Source: an optimization exercise on an open RTL-to-GDS flow (aim: a short achievable clock period and few clock cycles per item). Production flows keep margins and buffers that such runs may drop.
For this run, only the layout was checked, not whether the RTL still works.

==> design/flow/design.v <==
`default_nettype none
package rv_pkg;
    localparam int AW = 6;   
    localparam int NS = 3;   
    localparam logic [6:0] OP_R      = 7'b0110011;
    localparam logic [6:0] OP_I      = 7'b0010011;
    localparam logic [6:0] OP_LUI    = 7'b0110111;
    localparam logic [6:0] OP_AUIPC  = 7'b0010111;
    localparam logic [6:0] OP_BRANCH = 7'b1100011;
    localparam logic [6:0] OP_JAL    = 7'b1101111;
    localparam logic [6:0] OP_JALR   = 7'b1100111;
    localparam int A_ADD  = 0;
    localparam int A_SUB  = 1;
    localparam int A_SLL  = 2;
    localparam int A_SLT  = 3;
    localparam int A_SLTU = 4;
    localparam int A_XOR  = 5;
    localparam int A_SR   = 6;   
    localparam int A_OR   = 7;
    localparam int A_AND  = 8;
    localparam int A_PASS = 9;   
    localparam int NA     = 10;
endpackage
`default_nettype wire
`default_nettype none
module rv_decode (
    input  logic [31:0]             w,
    input  logic [rv_pkg::AW-1:0]   addr,
    output logic                    wen,      
    output logic [4:0]              rd,
    output logic [4:0]              rs1,
    output logic [4:0]              rs2,
    output logic                    use_rs2,  
    output logic [rv_pkg::NA-1:0]   alu,
    output logic                    sra,
    output logic [31:0]             k,        
    output logic                    br,       
    output logic [2:0]              f3
);
    logic [6:0] op;
    logic       isr, isi;
    assign op      = w[6:0];
    assign isr     = (op == rv_pkg::OP_R);
    assign isi     = (op == rv_pkg::OP_I);
    assign rd      = w[11:7];
    assign rs1     = w[19:15];
    assign rs2     = w[24:20];
    assign f3      = w[14:12];
    assign br      = (op == rv_pkg::OP_BRANCH);
    assign use_rs2 = isr || (op == rv_pkg::OP_BRANCH);
    assign wen     = (w[11:7] != 5'd0) &&
                     (isr || isi || op == rv_pkg::OP_LUI || op == rv_pkg::OP_AUIPC ||
                      op == rv_pkg::OP_JAL || op == rv_pkg::OP_JALR);
    assign sra     = w[30];
    always_comb begin
        alu = '0;
        if (isr || isi) begin
            case (w[14:12])
                3'd0: begin
                    alu[rv_pkg::A_ADD] = !(isr && w[30]);
                    alu[rv_pkg::A_SUB] = isr && w[30];
                end
                3'd1: alu[rv_pkg::A_SLL]  = 1'b1;
                3'd2: alu[rv_pkg::A_SLT]  = 1'b1;
                3'd3: alu[rv_pkg::A_SLTU] = 1'b1;
                3'd4: alu[rv_pkg::A_XOR]  = 1'b1;
                3'd5: alu[rv_pkg::A_SR]   = 1'b1;
                3'd6: alu[rv_pkg::A_OR]   = 1'b1;
                default: alu[rv_pkg::A_AND] = 1'b1;
            endcase
        end else begin
            alu[rv_pkg::A_PASS] = 1'b1;
        end
    end
    always_comb begin
        case (op)
            rv_pkg::OP_LUI:   k = {w[31:12], 12'b0};
            rv_pkg::OP_AUIPC: k = {w[31:12], {(10-rv_pkg::AW){1'b0}}, addr, 2'b00};
            rv_pkg::OP_JAL, rv_pkg::OP_JALR:
                              k = {{(29-rv_pkg::AW){1'b0}}, {1'b0, addr} + 7'd1, 2'b00};
            default:          k = {{20{w[31]}}, w[31:20]};
        endcase
    end
endmodule
`default_nettype wire
`default_nettype none
module rv_core #(
    parameter int IMEM_DEPTH = 64
) (
    input  logic                          clk,
    input  logic                          rst,
    input  logic                          run,
    input  logic                          imem_we,
    input  logic [$clog2(IMEM_DEPTH)-1:0] imem_addr,
    input  logic [31:0]                   imem_wdata,
    input  logic [4:0]                    dbg_addr,
    output logic [31:0]                   dbg_data
);
    localparam int AW = rv_pkg::AW;
    localparam int NS = rv_pkg::NS;
    logic [31:0]   m_raw [0:IMEM_DEPTH-1];
    logic [2:0]    m_cls [0:IMEM_DEPTH-1];
    logic [AW-1:0] m_tgt [0:IMEM_DEPTH-1];
    logic [6:0]    w_op;
    logic [2:0]    w_cls;
    logic [7:0]    w_off;
    assign w_op  = imem_wdata[6:0];
    assign w_cls = {w_op == rv_pkg::OP_JALR, w_op == rv_pkg::OP_JAL, w_op == rv_pkg::OP_BRANCH};
    assign w_off = (w_op == rv_pkg::OP_JAL) ? {imem_wdata[27:21], 1'b0}
                                            : {imem_wdata[27:25], imem_wdata[11:8], 1'b0};
    always_ff @(posedge clk) begin
        if (imem_we && !run) begin
            m_raw[imem_addr] <= imem_wdata;
            m_cls[imem_addr] <= w_cls;
            m_tgt[imem_addr] <= imem_addr + w_off[7:2];
        end
    end
    logic [31:0] regs [1:31];
    logic [31:0] rf   [0:31];
    always_comb begin
        rf[0] = '0;
        for (int r = 1; r < 32; r++) rf[r] = regs[r];
    end
    assign dbg_data = rf[dbg_addr];
    logic                  x_valid [0:NS-1];
    logic                  x_wen   [0:NS-1];
    logic [4:0]            x_rd    [0:NS-1];
    logic [4:0]            x_rs1   [0:NS-1];
    logic [4:0]            x_rs2   [0:NS-1];
    logic                  x_use2  [0:NS-1];
    logic [rv_pkg::NA-1:0] x_alu   [0:NS-1];
    logic                  x_sra   [0:NS-1];
    logic [31:0]           x_k     [0:NS-1];
    logic                  x_br    [0:NS-1];
    logic [2:0]            x_f3    [0:NS-1];
    logic                  x_jalr;   
    logic [4:0]            x_jrs1;   
    logic [7:0]            x_jimm;   
    logic [AW-1:0]         x_nt;     
    logic [AW-1:0]         x_nn;     
    logic [31:0] x_res [0:NS-1];
    logic        x_tk;    
    logic [7:0]  x_jsum;
    always_comb begin
        x_tk = 1'b0;
        for (int s = 0; s < NS; s++) begin
            logic [31:0] a, b, sum, dif, sl, sr;
            logic        eq, lt, ltu, cond;
            a   = rf[x_rs1[s]];
            b   = x_use2[s] ? rf[x_rs2[s]] : x_k[s];
            sum = a + b;
            dif = a - b;
            eq  = (a == b);
            ltu = (a < b);
            lt  = ($signed(a) < $signed(b));
            sl  = a << b[4:0];
            sr  = 32'($signed({x_sra[s] & a[31], a}) >>> b[4:0]);
            x_res[s] = ({32{x_alu[s][rv_pkg::A_ADD]}}  & sum) |
                       ({32{x_alu[s][rv_pkg::A_SUB]}}  & dif) |
                       ({32{x_alu[s][rv_pkg::A_SLL]}}  & sl) |
                       ({32{x_alu[s][rv_pkg::A_SLT]}}  & {31'b0, lt}) |
                       ({32{x_alu[s][rv_pkg::A_SLTU]}} & {31'b0, ltu}) |
                       ({32{x_alu[s][rv_pkg::A_XOR]}}  & (a ^ b)) |
                       ({32{x_alu[s][rv_pkg::A_SR]}}   & sr) |
                       ({32{x_alu[s][rv_pkg::A_OR]}}   & (a | b)) |
                       ({32{x_alu[s][rv_pkg::A_AND]}}  & (a & b)) |
                       ({32{x_alu[s][rv_pkg::A_PASS]}} & x_k[s]);
            cond = (x_f3[s][2] ? (x_f3[s][1] ? ltu : lt) : eq) ^ x_f3[s][0];
            if (x_br[s] && cond) x_tk = 1'b1;
        end
    end
    assign x_jsum = rf[x_jrs1][7:0] + x_jimm;
    always_ff @(posedge clk) begin
        for (int r = 1; r < 32; r++) begin
            if (rst) begin
                regs[r] <= '0;
            end else if (run) begin
                for (int s = 0; s < NS; s++) begin
                    if (x_wen[s] && x_rd[s] == 5'(r)) regs[r] <= x_res[s];
                end
            end
        end
    end
    localparam int NC = 3;
    logic [AW-1:0]         f_p     [0:NC-1];
    logic                  f_valid [0:NC-1][0:NS-1];
    logic                  f_wen   [0:NC-1][0:NS-1];
    logic [4:0]            f_rd    [0:NC-1][0:NS-1];
    logic [4:0]            f_rs1   [0:NC-1][0:NS-1];
    logic [4:0]            f_rs2   [0:NC-1][0:NS-1];
    logic                  f_use2  [0:NC-1][0:NS-1];
    logic [rv_pkg::NA-1:0] f_alu   [0:NC-1][0:NS-1];
    logic                  f_sra   [0:NC-1][0:NS-1];
    logic [31:0]           f_k     [0:NC-1][0:NS-1];
    logic                  f_br    [0:NC-1][0:NS-1];
    logic [2:0]            f_f3    [0:NC-1][0:NS-1];
    logic [31:0]           f_w     [0:NC-1][0:NS-1];
    logic [2:0]            f_cls   [0:NC-1][0:NS-1];
    logic [AW-1:0]         f_tgt   [0:NC-1][0:NS-1];
    logic                  f_jalr  [0:NC-1];
    logic [4:0]            f_jrs1  [0:NC-1];
    logic [7:0]            f_jimm  [0:NC-1];
    logic [AW-1:0]         f_nt    [0:NC-1];
    logic [AW-1:0]         f_nn    [0:NC-1];
    assign f_p[0] = x_nt;
    assign f_p[1] = x_nn;
    assign f_p[2] = '0;
    for (genvar c = 0; c < NC; c++) begin : g_cand
        for (genvar s = 0; s < NS; s++) begin : g_word
            logic [AW-1:0] a;
            assign a            = f_p[c] + AW'(s);
            assign f_w[c][s]    = m_raw[a];
            assign f_cls[c][s]  = m_cls[a];
            assign f_tgt[c][s]  = m_tgt[a];
            rv_decode i_dec (
                .w       (f_w[c][s]),
                .addr    (a),
                .wen     (f_wen[c][s]),
                .rd      (f_rd[c][s]),
                .rs1     (f_rs1[c][s]),
                .rs2     (f_rs2[c][s]),
                .use_rs2 (f_use2[c][s]),
                .alu     (f_alu[c][s]),
                .sra     (f_sra[c][s]),
                .k       (f_k[c][s]),
                .br      (f_br[c][s]),
                .f3      (f_f3[c][s])
            );
        end
        always_comb begin
            logic cut;
            cut        = 1'b0;
            f_jalr[c]  = 1'b0;
            f_jrs1[c]  = '0;
            f_jimm[c]  = '0;
            f_nt[c]    = f_p[c] + AW'(NS);
            f_nn[c]    = f_p[c] + AW'(NS);
            for (int s = 0; s < NS; s++) begin
                f_valid[c][s] = !cut;
                if (!cut && f_cls[c][s] != 3'b000) begin
                    cut       = 1'b1;
                    f_jalr[c] = f_cls[c][s][2];
                    f_jrs1[c] = f_w[c][s][19:15];
                    f_jimm[c] = f_w[c][s][27:20];
                    f_nt[c]   = f_tgt[c][s];
                    f_nn[c]   = f_cls[c][s][1] ? f_tgt[c][s] : f_p[c] + AW'(s + 1);
                end
            end
        end
    end
    logic sel_jalr, sel_t;
    logic [1:0] sel;
    assign sel_jalr = !rst && run && x_jalr;
    assign sel      = (rst || !run) ? 2'd2 : (x_tk ? 2'd0 : 2'd1);
    always_ff @(posedge clk) begin
        for (int s = 0; s < NS; s++) begin
            x_valid[s] <= f_valid[sel][s] && !sel_jalr;
            x_wen[s]   <= f_wen[sel][s] && f_valid[sel][s] && !sel_jalr;
            x_br[s]    <= f_br[sel][s] && f_valid[sel][s] && !sel_jalr;
            x_rd[s]    <= f_rd[sel][s];
            x_rs1[s]   <= f_rs1[sel][s];
            x_rs2[s]   <= f_rs2[sel][s];
            x_use2[s]  <= f_use2[sel][s];
            x_alu[s]   <= f_alu[sel][s];
            x_sra[s]   <= f_sra[sel][s];
            x_k[s]     <= f_k[sel][s];
            x_f3[s]    <= f_f3[sel][s];
        end
        x_jalr <= f_jalr[sel] && !sel_jalr;
        x_jrs1 <= f_jrs1[sel];
        x_jimm <= f_jimm[sel];
        x_nt   <= sel_jalr ? x_jsum[7:2] : f_nt[sel];
        x_nn   <= sel_jalr ? x_jsum[7:2] : f_nn[sel];
    end
endmodule
`default_nettype wire
==> design/flow/run.sh <==
#!/bin/bash
# synth_recipe.tcl (not shown) runs the flow's synth.tcl, then flattens the netlist and writes it again
# the make line also repeats each setting of config.mk as NAME=value (left out here)
make -C /OpenROAD-flow-scripts/flow DESIGN_CONFIG=/design/flow/config.mk WORK_HOME=/design/flow/orfs CLKGATE_MAP_FILE= SYNTH_SCRIPT=/design/flow/synth_recipe.tcl finish
==> design/flow/config.mk <==
export PLATFORM = sky130hd
export DESIGN_NAME = rv_core
export DESIGN_NICKNAME = rv_core
export VERILOG_FILES = /design/flow/design.v
export SDC_FILE = /design/flow/constraint.sdc
export NUM_CORES = 4
export LEC_CHECK = 0
export CAP_MARGIN = 20
export CORE_MARGIN = 2
export CORE_UTILIZATION = 40
export SETUP_SLACK_MARGIN = 3.0
export SLEW_MARGIN = 20
==> design/flow/constraint.sdc <==
create_clock -name core_clock -period 7.5 [get_ports {clk}]
set_input_delay 1.5000 -clock core_clock [delete_from_list [all_inputs] [get_ports {clk}]]
set_output_delay 1.5000 -clock core_clock [all_outputs]
set_load 0.01 [all_outputs]
==> run notes <==
outcome=stopped before the end; Exit stage=5_1_grt; Run Error=[ERROR GRT-0116] Global routing finished with congestion. Check the congestion regions in the DRC Viewer.; clk sinks=3834; Placer Congestion=1.40; flops & latches, synth=3834; cell row count=338; H-Tree Depth=5; Post-synth EDFFs=2624; most common cell in the synthesized netlist=mux4_2; top-area cell type share of the netlist area=0.325; largest net degree at the start of global routing=139; initial core utilization=0.401; grt total ovfl=13400; Yosys cell types=109; GRT Overall Usage=0.917; syn_area_per_cell=11.3 um2; Num CTS Buffers=444; Synth area leader=mux4_2; CTS root buffer=clkbuf_16; I/O pins=79; Detail Placement HPWL=2430000 um; top cells by count, synth=4895 x mux4_2, 2736 x clkbuf_1, 2624 x edfxtp_1; Max Buffers Root-to-Sink=4; net count after synthesis=30500; vias in the first global route=454000; Synth Flop Type=edfxtp_1; pre-CTS WS=-1.33 ns; die height=925 um; Seq/Total Area, Yosys=0.304; die width=925 um; post-synthesis async set-or-reset flop share=0; Ys Warns=60; Cell Area, Placed=0.391 mm2; post-synthesis cell count=30100; cells taking the most area after synthesis=mux4_2 32%, edfxtp_1 23%, dfxtp_1 7.1%; first-pass GRT wire length=5390000 um; Synth Cell Area=0.339 mm2; port buffer count=78
[per-layer routing]
layer  GRT overflow  GRT usage
met3           1227      0.868
met1           1072      0.904
met4           3855      0.897
met2           7175      0.997
met5            120      0.738
[through the flow]
| step | utilization | instances |
|---|---|---|
| 2_1_floorplan | - | 30100 |
| 3_3_place_gp | 0.462 | 42000 |
| 4_1_cts | 0.486 | 43100 |
| 3_5_place_dp | 0.462 | 42000 |
[power by group through the flow]
stage                     clock network, mW  logic [mW]  registers [mW]
after floorplan                           0        18.9            23.4
after global placement                    0        33.2            24.2
after detailed placement                  0        33.6            24.2
after CTS                              24.2        34.1            23.7
[logic make-up after synthesis]
| family | count (synthesis) | synth area share |
|---|---|---|
| AND/OR/NAND/NOR | 7677 | 0.110 |
| flip-flops | 3834 | 0.304 |
| adder cells (fa/ha/maj) | 323 | 0.0121 |
| multiplexers | 5651 | 0.348 |
| AO/OA/AOI/OAI | 7985 | 0.171 |
| XOR/XNOR | 60 | 0.00155 |
| buffers and inverters | 4578 | 0.0544 |
[how the worst max path moves through the flow]
stage	start	end	slack (ns)	cells after the start
after CTS	x_rs2[1][3]	x_alu[0][0]	0.55	31
after detailed placement	x_rs2[2][4]	x_rs2[1][4]	-1.33	30
after floorplan	x_rs2[1][2]	x_k[0][28]	1.46	30
after global placement	x_rs2[2][1]	x_rs2[1][4]	-1.83	30
[what timing repair did]
item | 4_1_cts
gates resized for setup | 512
setup endpoints to repair | 1242
pin swaps | 170
setup buffers | 202
hold buffers | 0
gates cloned | 13
